This design comes from an exercise in tuning for small area on the open sky130 flow, not from production work.
Function was checked by simulation only, so behaviour that the tests miss may differ from the original.
Power figures rest on the tool's default switching activity, not on a simulated workload.

### constraint.sdc
create_clock -name core_clock -period 5.0 [get_ports {clk}]
set_input_delay 1.0000 -clock core_clock [delete_from_list [all_inputs] [get_ports {clk}]]
set_output_delay 1.0000 -clock core_clock [all_outputs]
set_load 0.01 [all_outputs]
### design.v
`timescale 1ns/1ps
package mover_csr_pkg;
    typedef enum logic [8-3:0] {
        CTRL    = 0,
        STATUS  = 1,
        PUSH_LO = 2,
        PUSH_HI = 3,
        OUT_LO  = 4,
        OUT_HI  = 5
    } csr_reg_e;
    typedef enum logic [1:0] {
        CMD_PUSH  = 0,
        CMD_DRAIN = 1,
        CMD_POP   = 2,
        CMD_CLEAR = 3
    } ctrl_bit_e;
    localparam logic [1:0] RESP_OKAY = 2'b00;
    typedef struct packed {
        logic [8-1:0]     awaddr;
        logic                        awvalid;
        logic [32-1:0]     wdata;
        logic [32/8-1:0]   wstrb;
        logic                        wvalid;
        logic                        bready;
        logic [8-1:0]     araddr;
        logic                        arvalid;
        logic                        rready;
    } axil_req_t;
    typedef struct packed {
        logic                        awready;
        logic                        wready;
        logic [1:0]                  bresp;
        logic                        bvalid;
        logic                        arready;
        logic [32-1:0]     rdata;
        logic [1:0]                  rresp;
        logic                        rvalid;
    } axil_rsp_t;
    typedef struct packed {
        logic                        push;
        logic                        drain;
        logic                        pop;
        logic                        clear;
        logic [64-1:0]    push_word;
    } mover_cmd_t;
endpackage
`timescale 1ns/1ps
package mover_data_pkg;
    typedef logic [64-1:0] word_t;
    typedef struct packed {
        logic [5-1:0] count;
        logic                      err;
        logic                      busy;
    } stack_status_t;
    typedef struct packed {
        logic  valid;
        word_t word;
    } xfer_t;
    typedef enum logic [1:0] {
        IDLE  = 2'd0,
        DRAIN = 2'd1,
        FLUSH = 2'd2
    } drain_state_e;
endpackage
`timescale 1ns/1ps
module axil_csr_regs
(
    input  logic                          clk,
    input  logic                          reset_n,
    input  mover_csr_pkg::axil_req_t      axil_req,
    output mover_csr_pkg::axil_rsp_t      axil_rsp,
    output mover_csr_pkg::mover_cmd_t     cmd,
    input  mover_data_pkg::stack_status_t in_status,
    input  mover_data_pkg::stack_status_t out_status,
    input  mover_data_pkg::word_t         out_word
);
    logic                      aw_ready;
    logic                      ar_ready;
    logic                      b_valid;
    logic                      r_valid;
    logic                      aw_hs;
    logic                      ar_hs;
    logic [32-1:0]   r_data;
    logic [32-1:0]   rd_mux;
    logic [32-1:0]   push_lo;
    logic [32-1:0]   push_hi;
    logic [3:0]                pulse;
    mover_csr_pkg::csr_reg_e   wr_reg;
    mover_csr_pkg::csr_reg_e   rd_reg;
    assign wr_reg = mover_csr_pkg::csr_reg_e'(axil_req.awaddr[8-1:2]);
    assign rd_reg = mover_csr_pkg::csr_reg_e'(axil_req.araddr[8-1:2]);
    assign aw_hs = aw_ready && axil_req.awvalid && axil_req.wvalid;
    assign ar_hs = ar_ready && axil_req.arvalid;
    always_ff @(posedge clk)
    begin
        if (!reset_n)
        begin
            aw_ready <= 1'b0;
            ar_ready <= 1'b0;
            b_valid  <= 1'b0;
            r_valid  <= 1'b0;
            pulse    <= '0;
        end
        else
        begin
            aw_ready <= axil_req.awvalid && axil_req.wvalid && !b_valid && !aw_ready;
            ar_ready <= axil_req.arvalid && !r_valid && !ar_ready;
            pulse    <= '0;
            if (aw_hs)
            begin
                b_valid <= 1'b1;
                if (wr_reg == mover_csr_pkg::CTRL && axil_req.wstrb[0])
                begin
                    pulse[mover_csr_pkg::CMD_PUSH]  <= axil_req.wdata[mover_csr_pkg::CMD_PUSH];
                    pulse[mover_csr_pkg::CMD_DRAIN] <= axil_req.wdata[mover_csr_pkg::CMD_DRAIN];
                    pulse[mover_csr_pkg::CMD_POP]   <= axil_req.wdata[mover_csr_pkg::CMD_POP];
                    pulse[mover_csr_pkg::CMD_CLEAR] <= axil_req.wdata[mover_csr_pkg::CMD_CLEAR];
                end
            end
            else if (b_valid && axil_req.bready)
                b_valid <= 1'b0;
            if (ar_hs)
                r_valid <= 1'b1;
            else if (r_valid && axil_req.rready)
                r_valid <= 1'b0;
        end
    end
    always_ff @(posedge clk)
    begin
        if (aw_hs)
        begin
            for (int b = 0; b < 32/8; b++)
            begin
                if (axil_req.wstrb[b] && wr_reg == mover_csr_pkg::PUSH_LO)
                    push_lo[b*8 +: 8] <= axil_req.wdata[b*8 +: 8];
                if (axil_req.wstrb[b] && wr_reg == mover_csr_pkg::PUSH_HI)
                    push_hi[b*8 +: 8] <= axil_req.wdata[b*8 +: 8];
            end
        end
        if (ar_hs)
            r_data <= rd_mux;
    end
    always_comb
    begin
        rd_mux = '0;
        case (rd_reg)
            mover_csr_pkg::STATUS:
            begin
                rd_mux[5-1:0]    = in_status.count;
                rd_mux[8 +: 5]   = out_status.count;
                rd_mux[16]                    = in_status.busy || out_status.busy;
                rd_mux[17]                    = in_status.err;
                rd_mux[18]                    = out_status.err;
            end
            mover_csr_pkg::PUSH_LO: rd_mux = push_lo;
            mover_csr_pkg::PUSH_HI: rd_mux = push_hi;
            mover_csr_pkg::OUT_LO:  rd_mux = out_word[32-1:0];
            mover_csr_pkg::OUT_HI:  rd_mux = out_word[64-1:32];
            default:                rd_mux = '0;
        endcase
    end
    assign axil_rsp.awready = aw_ready;
    assign axil_rsp.wready = aw_ready;
    assign axil_rsp.bresp = mover_csr_pkg::RESP_OKAY;
    assign axil_rsp.bvalid = b_valid;
    assign axil_rsp.arready = ar_ready;
    assign axil_rsp.rdata = r_data;
    assign axil_rsp.rresp = mover_csr_pkg::RESP_OKAY;
    assign axil_rsp.rvalid = r_valid;
    assign cmd.push = pulse[mover_csr_pkg::CMD_PUSH];
    assign cmd.drain = pulse[mover_csr_pkg::CMD_DRAIN];
    assign cmd.pop = pulse[mover_csr_pkg::CMD_POP];
    assign cmd.clear = pulse[mover_csr_pkg::CMD_CLEAR];
    assign cmd.push_word = {push_hi, push_lo};
endmodule
`timescale 1ns/1ps
module input_stack
(
    input  logic                          clk,
    input  logic                          reset_n,
    input  mover_csr_pkg::mover_cmd_t     cmd,
    input  logic                          out_space,
    output mover_data_pkg::xfer_t         xfer,
    output mover_data_pkg::stack_status_t status
);
    mover_data_pkg::word_t        mem [16];
    logic [5-1:0]    ptr;
    logic [5-1:0]    ptr_dec;
    logic                         wr_en;
    mover_data_pkg::word_t        wr_word;
    logic                         overflow;
    logic                         full;
    logic                         push_ok;
    logic                         rd_issue;
    mover_data_pkg::drain_state_e state;
    logic [3-1:0] pipe_valid;
    mover_data_pkg::word_t        pipe_word [3];
    assign ptr_dec = ptr - 1'b1;
    assign full = (ptr == 5'(16))
               || (wr_en && ptr == 5'(16 - 1));
    assign push_ok = cmd.push && !full && state == mover_data_pkg::IDLE;
    assign rd_issue = state == mover_data_pkg::DRAIN && out_space
                   && ptr != '0 && !wr_en;
    always_ff @(posedge clk)
    begin
        if (!reset_n)
        begin
            state      <= mover_data_pkg::IDLE;
            ptr        <= '0;
            wr_en      <= 1'b0;
            overflow   <= 1'b0;
            pipe_valid <= '0;
        end
        else
        begin
            wr_en <= push_ok;
            if (cmd.clear)
                overflow <= 1'b0;
            else if (cmd.push && !push_ok)
                overflow <= 1'b1;
            if (wr_en)
                ptr <= ptr + 1'b1;
            else if (rd_issue)
                ptr <= ptr_dec;
            pipe_valid <= {pipe_valid[3-2:0], rd_issue};
            case (state)
                mover_data_pkg::IDLE:
                    if (cmd.drain && (ptr != '0 || wr_en))
                        state <= mover_data_pkg::DRAIN;
                mover_data_pkg::DRAIN:
                    if (ptr == '0 && !wr_en)
                        state <= mover_data_pkg::FLUSH;
                mover_data_pkg::FLUSH:
                    if (!(|pipe_valid))
                        state <= mover_data_pkg::IDLE;
                default:
                    state <= mover_data_pkg::IDLE;
            endcase
        end
    end
    always_ff @(posedge clk)
    begin
        if (push_ok)
            wr_word <= cmd.push_word;
        if (wr_en)
            mem[ptr[4-1:0]] <= wr_word;
        pipe_word[0] <= mem[ptr_dec[4-1:0]];
        for (int i = 1; i < 3; i++)
            pipe_word[i] <= pipe_word[i-1];
    end
    assign xfer.valid = pipe_valid[3-1];
    assign xfer.word = pipe_word[3-1];
    assign status.count = ptr;
    assign status.err = overflow;
    assign status.busy = state != mover_data_pkg::IDLE;
endmodule
`timescale 1ns/1ps
module output_stack
(
    input  logic                          clk,
    input  logic                          reset_n,
    input  mover_data_pkg::xfer_t         xfer,
    input  logic                          pop,
    input  logic                          clear,
    output logic                          out_space,
    output mover_data_pkg::word_t         out_word,
    output mover_data_pkg::stack_status_t status
);
    mover_data_pkg::word_t        mem [16];
    logic [5-1:0]    ptr;
    logic [5-1:0]    free;
    logic [5-1:0]    inflight;
    logic [3-1:0] grant_hist;
    logic                         pop_ok;
    logic                         pop_q;
    logic                         underflow;
    assign free = 5'(16) - ptr;
    assign inflight = 5'($countones(grant_hist));
    assign out_space = free >= (5'(3) + inflight);
    assign pop_ok = pop && ptr != '0 && !xfer.valid;
    always_ff @(posedge clk)
    begin
        if (!reset_n)
        begin
            ptr        <= '0;
            pop_q      <= 1'b0;
            underflow  <= 1'b0;
            grant_hist <= '0;
        end
        else
        begin
            pop_q      <= pop_ok;
            grant_hist <= {grant_hist[3-2:0], out_space};
            if (clear)
                underflow <= 1'b0;
            else if (pop && !pop_ok)
                underflow <= 1'b1;
            if (xfer.valid)
                ptr <= ptr + 1'b1;
            else if (pop_ok)
                ptr <= ptr - 1'b1;
        end
    end
    always_ff @(posedge clk)
    begin
        if (xfer.valid)
            mem[ptr[4-1:0]] <= xfer.word;
        if (pop_q)
            out_word <= mem[ptr[4-1:0]];
    end
    assign status.count = ptr;
    assign status.err = underflow;
    assign status.busy = xfer.valid;
endmodule
`timescale 1ns/1ps
module data_mover_top
(
    input  logic                     clk,
    input  logic                     reset_n,
    input  mover_csr_pkg::axil_req_t axil_req,
    output mover_csr_pkg::axil_rsp_t axil_rsp
);
    mover_csr_pkg::mover_cmd_t     cmd;
    mover_data_pkg::stack_status_t in_status;
    mover_data_pkg::stack_status_t out_status;
    mover_data_pkg::word_t         out_word;
    mover_data_pkg::xfer_t         xfer;
    logic                          out_space;
    axil_csr_regs u_csr (
        .clk        (clk),
        .reset_n    (reset_n),
        .axil_req   (axil_req),
        .axil_rsp   (axil_rsp),
        .cmd        (cmd),
        .in_status  (in_status),
        .out_status (out_status),
        .out_word   (out_word)
    );
    input_stack u_in (
        .clk        (clk),
        .reset_n    (reset_n),
        .cmd        (cmd),
        .out_space  (out_space),
        .xfer       (xfer),
        .status     (in_status)
    );
    output_stack u_out (
        .clk        (clk),
        .reset_n    (reset_n),
        .xfer       (xfer),
        .pop        (cmd.pop),
        .clear      (cmd.clear),
        .out_space  (out_space),
        .out_word   (out_word),
        .status     (out_status)
    );
endmodule
`timescale 1ns/1ps
module data_mover
(
    input  logic                        clk,
    input  logic                        reset_n,
    input  logic [8-1:0]     s_axil_awaddr,
    input  logic                        s_axil_awvalid,
    output logic                        s_axil_awready,
    input  logic [32-1:0]     s_axil_wdata,
    input  logic [32/8-1:0]   s_axil_wstrb,
    input  logic                        s_axil_wvalid,
    output logic                        s_axil_wready,
    output logic [1:0]                  s_axil_bresp,
    output logic                        s_axil_bvalid,
    input  logic                        s_axil_bready,
    input  logic [8-1:0]     s_axil_araddr,
    input  logic                        s_axil_arvalid,
    output logic                        s_axil_arready,
    output logic [32-1:0]     s_axil_rdata,
    output logic [1:0]                  s_axil_rresp,
    output logic                        s_axil_rvalid,
    input  logic                        s_axil_rready
);
    mover_csr_pkg::axil_req_t req;
    mover_csr_pkg::axil_rsp_t rsp;
    assign req.awaddr  = s_axil_awaddr;
    assign req.awvalid = s_axil_awvalid;
    assign req.wdata   = s_axil_wdata;
    assign req.wstrb   = s_axil_wstrb;
    assign req.wvalid  = s_axil_wvalid;
    assign req.bready  = s_axil_bready;
    assign req.araddr  = s_axil_araddr;
    assign req.arvalid = s_axil_arvalid;
    assign req.rready  = s_axil_rready;
    data_mover_top u_top (
        .clk      (clk),
        .reset_n  (reset_n),
        .axil_req (req),
        .axil_rsp (rsp)
    );
    assign s_axil_awready = rsp.awready;
    assign s_axil_wready  = rsp.wready;
    assign s_axil_bresp   = rsp.bresp;
    assign s_axil_bvalid  = rsp.bvalid;
    assign s_axil_arready = rsp.arready;
    assign s_axil_rdata   = rsp.rdata;
    assign s_axil_rresp   = rsp.rresp;
    assign s_axil_rvalid  = rsp.rvalid;
endmodule
### run.sh
#!/bin/bash
# synth_recipe.tcl (not shown) runs the flow's synth.tcl, then flattens the netlist and writes it again
# the make line also repeats each setting of config.mk as NAME=value (left out here)
make -C /OpenROAD-flow-scripts/flow DESIGN_CONFIG=/design/flow/config.mk WORK_HOME=/design/flow/orfs CLKGATE_MAP_FILE= SYNTH_SCRIPT=/design/flow/synth_recipe.tcl finish
### config.mk
export PLATFORM = sky130hd
export DESIGN_NAME = data_mover
export DESIGN_NICKNAME = data_mover
export VERILOG_FILES = /design/flow/design.v
export SDC_FILE = /design/flow/constraint.sdc
export NUM_CORES = 4
export LEC_CHECK = 0
export CAP_MARGIN = 20
export CORE_MARGIN = 2
export CORE_UTILIZATION = 45
export PLACE_DENSITY = 0.6
export SLEW_MARGIN = 20
==> notes.md <==
- Switching power total: about 7700 uW
- Largest family of logic cells by synthesized area: multiplexers
- Post-synthesis mux area share: 0.1618
- CTS root buffer: clkbuf_16
- Routed WL: 215500 um
- Slew Limit Fails: 0
- Status: complete, no violations
- Post-route DRC: 0
- Fmax: 0.2775 GHz
- Adder-Cell Fraction of Synth Area: 0.002999
- Top post-synthesis cells by count: edfxtp_1, mux4_2, dfxtp_1, clkbuf_1, nand2_1
- Hold WC Path Type: reg2reg
- Clock sink count: 2494
- Area Overhead vs Synth: 13.94%
- Core Region: between 150000 and 200000 um2
- Fin. Hold Viols: 0
- Reg-to-reg endpoint: u_top.u_out.mem[6][59]$_DFFE_PP_
- Fin crit share: 0.7207
- Hold Path Sink: u_top.u_in.pipe_word[1][49]$_DFF_P_
- Register area share after synthesis: 0.8063
- Setup repair bufs after CTS: 0
- Worst-margin pin slew: 1112 ps
- Mean post-synth cell area: 24.88 um2
- Post-Syn Area: about 90000 um2
- DRT iter0 DRCs: roughly 5000
- CP peak stage delay: 920 ps
- Top area cells in the synthesized netlist: edfxtp_1, mux4_2, dfxtp_1
- Placed cell area: 94820 um2
- Multi-input gate area: between 15000 and 20000 um2
- Setup violators final: 0
- Simple logic cell fraction of the synthesized area: 0.008954
- Reg2Reg Depth: 4
- Vias in the first global route: roughly 40000
- CP required: ~5500 ps
- Ys async rst share: 0
- Router iterations before antenna repair: 8
- Die X: between 400 and 500 um
- Design area: around 100000 um2
- Hpwl dp: 115800 um
- Vias: between 30000 and 40000
- Post-detailed-route count of antenna-violating nets: 0
- Max-cap viol count: 0
- Post-synth EDFFs: around 2300
- Flop pwr share: 0.555
- Hold depth: 0
- Cell family with most CP delay: simple AND/OR/NAND/NOR gates
- First-pass GRT wire length: between 300000 and 400000 um
- Register area: ~73000 um2
- Internal Power: between 30000 and 40000 uW
- Pleak: approximately 0.031 uW
- Synth warn: 4
- Layout cells sized above 1: 0.2799
- Post-CTS resize count: 0
- Setup crit end kind: flop
- Slowest cell on crit path: nor2_4
- Clk pwr share: 0.442
- WHS: 323.6 ps
- Most frequent cell after synthesis: edfxtp_1
- Area leader, netlist: edfxtp_1
- Cell row count: approximately 160
- Port buffer count: 91
- Switching part of the total: 0.1906
- Slew margin rel.: 0.2569
- Clock buffer depth: 3
- Synth unique cells: 50
- Synth Area in Compound Gates: 0.006400
- Comb pwr share: 0.004
- Synthesis-stage register bit count: 2494
- Worst EP arrival: ~4100 ps
- Post-Synth XOR/XNOR Area: 0.0009857
- Top cell type's share of synthesized area: 0.7570
- Worst-path clk slew: 70 ps
- Die ar.: between 200000 and 250000 um2
- Core Util, Final: 0.5149
- Critical path class: reg2reg
- Final Critical Period: 3603 ps
- Worst min-delay path startpoint: u_top.u_in.pipe_word[0][49]$_DFF_P_
- CP max FO: 42
- Largest net degree at the start of global routing: 129
- Initial Util: 0.4519
- Worst Setup Start Kind: flop
- RSZ-0062 raised after global routing: no
- Clock Latency Late Sink: between 800 and 900 ps
- Pwr dens: 393.8 nW/um2
- Vias/cell: ~6
- CP Cell Sequence: ha_1 -> nand2_1 -> nor2_4 -> buf_4
- Reg2reg start: u_top.u_out.ptr[1]$_SDFFE_PN0P_
- CTS tree: yes
- Gr ovfl total: 0
- Fill count: about 15000
- I/O pin count: 100
- H-tree Lvls: 4
- Skew final: 42.28 ps
- TritonCTS Buffers: roughly 230
- GP Congestion: between 0.7 and 0.8
- Post-synthesis cell count: 3622
- Final Power: between 40000 and 50000 uW
- CP Buf/Inv Count: 1
- Initial antenna violation count: 25
- GR Util All Layers: 0.2114
- Die Ht: 451.5 um
- Slack of the worst reg-to-reg path: around 1400 ps
- Routed wire per std cell: roughly 32 um
- Nets: between 3000 and 4000
- Top_reg_cell synth: edfxtp_1
- VDD IR max: roughly 310 uV
- Setup TNS: 0 ps
- Cts hold-fix bufs: 0
cells in the final DEF (no fill, tap or decap), types with 24 or more instances in the layout:
master and count:
nand2_1 72, nor2_4 24, clkdlybuf4s50_1 91, edfxtp_1 2272, dfxtp_1 216, clkbuf_1 68
buf_4 81, mux4_2 640, clkinv_2 42, clkbuf_8 27, clkbuf_16 238, clkinv_1 34
buf_12 27
metrics by stage:
step | worst slack, ps | cells
floorplan | 503.7 | 3625
global placement | 1330 | 6307
detailed placement | 1350 | 6308
CTS | 1315 | 6755
global route | 1262 | 6761
finish | 1397 | 6763
power groups by stage:
stage | clock network (uW) | registers, uW | logic, uW
3_3_place_gp | 0 | 22900 | 147
2_1_floorplan | 0 | 22900 | 36.8
6_report | 17900 | 22400 | 146
4_1_cts | 18200 | 22400 | 149
3_5_place_dp | 0 | 22900 | 148
5_1_grt | 19000 | 22400 | 152
sequential cells by signal, summed over array words and instances, names as in the netlist, 2 cells and up:
register / cells
u_top.u_in.state: 2
u_top.u_in.pipe_word: 192
u_top.u_csr.pulse: 4
u_top.u_out.ptr: 5
u_top.u_out.out_word: 64
u_top.u_in.wr_word: 64
u_top.u_csr.r_data: 32
u_top.u_in.ptr: 5
u_top.u_csr.push_lo: 32
u_top.u_in.pipe_valid: 3
u_top.u_csr.push_hi: 32
u_top.u_out.mem: 1024
u_top.u_out.grant_hist: 3
u_top.u_in.mem: 1024
per-layer routing:
metal / vias up / part of all wire / global-route usage
li1: 16000 / - / -
met1: 21640 / 0.41 / 0.3014
met2: 1555 / 0.49 / 0.3399
met3: 294 / 0.074 / 0.03635
met4: 0 / 0.025 / 0.05832
met5: - / 0 / 0
worst max-delay path by stage:
stage	start	end	slack, ps	cells after the start
global placement	s_axil_araddr[5]	u_top.u_csr.r_data[10]$_DFFE_PP_	1330	6
global route	u_top.u_out.ptr[1]$_SDFFE_PN0P_	u_top.u_out.mem[6][59]$_DFFE_PP_	1260	4
detailed placement	u_top.u_out.ptr[1]$_SDFFE_PN0P_	u_top.u_out.mem[6][52]$_DFFE_PP_	1350	4
CTS	u_top.u_out.ptr[1]$_SDFFE_PN0P_	u_top.u_out.mem[6][59]$_DFFE_PP_	1310	4
finish	u_top.u_out.ptr[1]$_SDFFE_PN0P_	u_top.u_out.mem[6][59]$_DFFE_PP_	1400	4
floorplan	u_top.u_out.ptr[1]$_SDFFE_PN0P_	u_top.u_out.mem[12][0]$_DFFE_PP_	500	7
cells by family (layout without fill, tap and decap cells):
logic type                 count (synthesis)  after routing
buffers and inverters                    192            668
and+or+nand+nor                          175            175
adders and majority gates                 21             21
other                                      1             10
muxes                                    657            657
DFF                                     2494           2494
AOI/OAI and AO/OA                         74             74
xor gates and xnor gates                   8              8
layout make-up:
| type | count | area share |
|---|---|---|
| Timing Repair Buffer | 202 | 0.02070 |
| Clock inverter | 114 | 0.01185 |
| Inverter | 19 | 0.0006945 |
| Clock buffer | 333 | 0.06410 |
| Tap cell | 2656 | 0.03236 |
| Antenna cell | 6 | 0.0001462 |
| Multi-Input combinational cell | 939 | 0.1623 |
| Sequential cell | 2494 | 0.7079 |

==> what the ideal ports hide <==
The flow's constraints put no driver on any port. The routed layout listed below was extracted and timed again, unchanged, in two steps.
Step 1 assumes that a clkbuf_16 drives the clock port and a buf_2 every other input.
Step 2 adds t to the input delays and takes it off the output delays; t is the mean of the earliest and latest rising clock arrival at the registers after step 1. Input paths then give back, and output paths get back, about the clock's delay inside the block.
Slacks: ideal / step 1 / step 2; pairs: ideal / step 1.
shift t [ns]: 0.947
setup WS [ns]: 1.397 / 1.397 / 1.392
worst hold slack (ns): 0.324 / 0.324 / 0.324
worst register clock-pin slew, ns: 0.07 / 0.07
worst slew at a driven data input, ns: 0.25
After both steps this run still meets setup and hold. For this run, drivers alone change the setup slack by 0.000 ns; drivers and shift together by -0.005 ns.
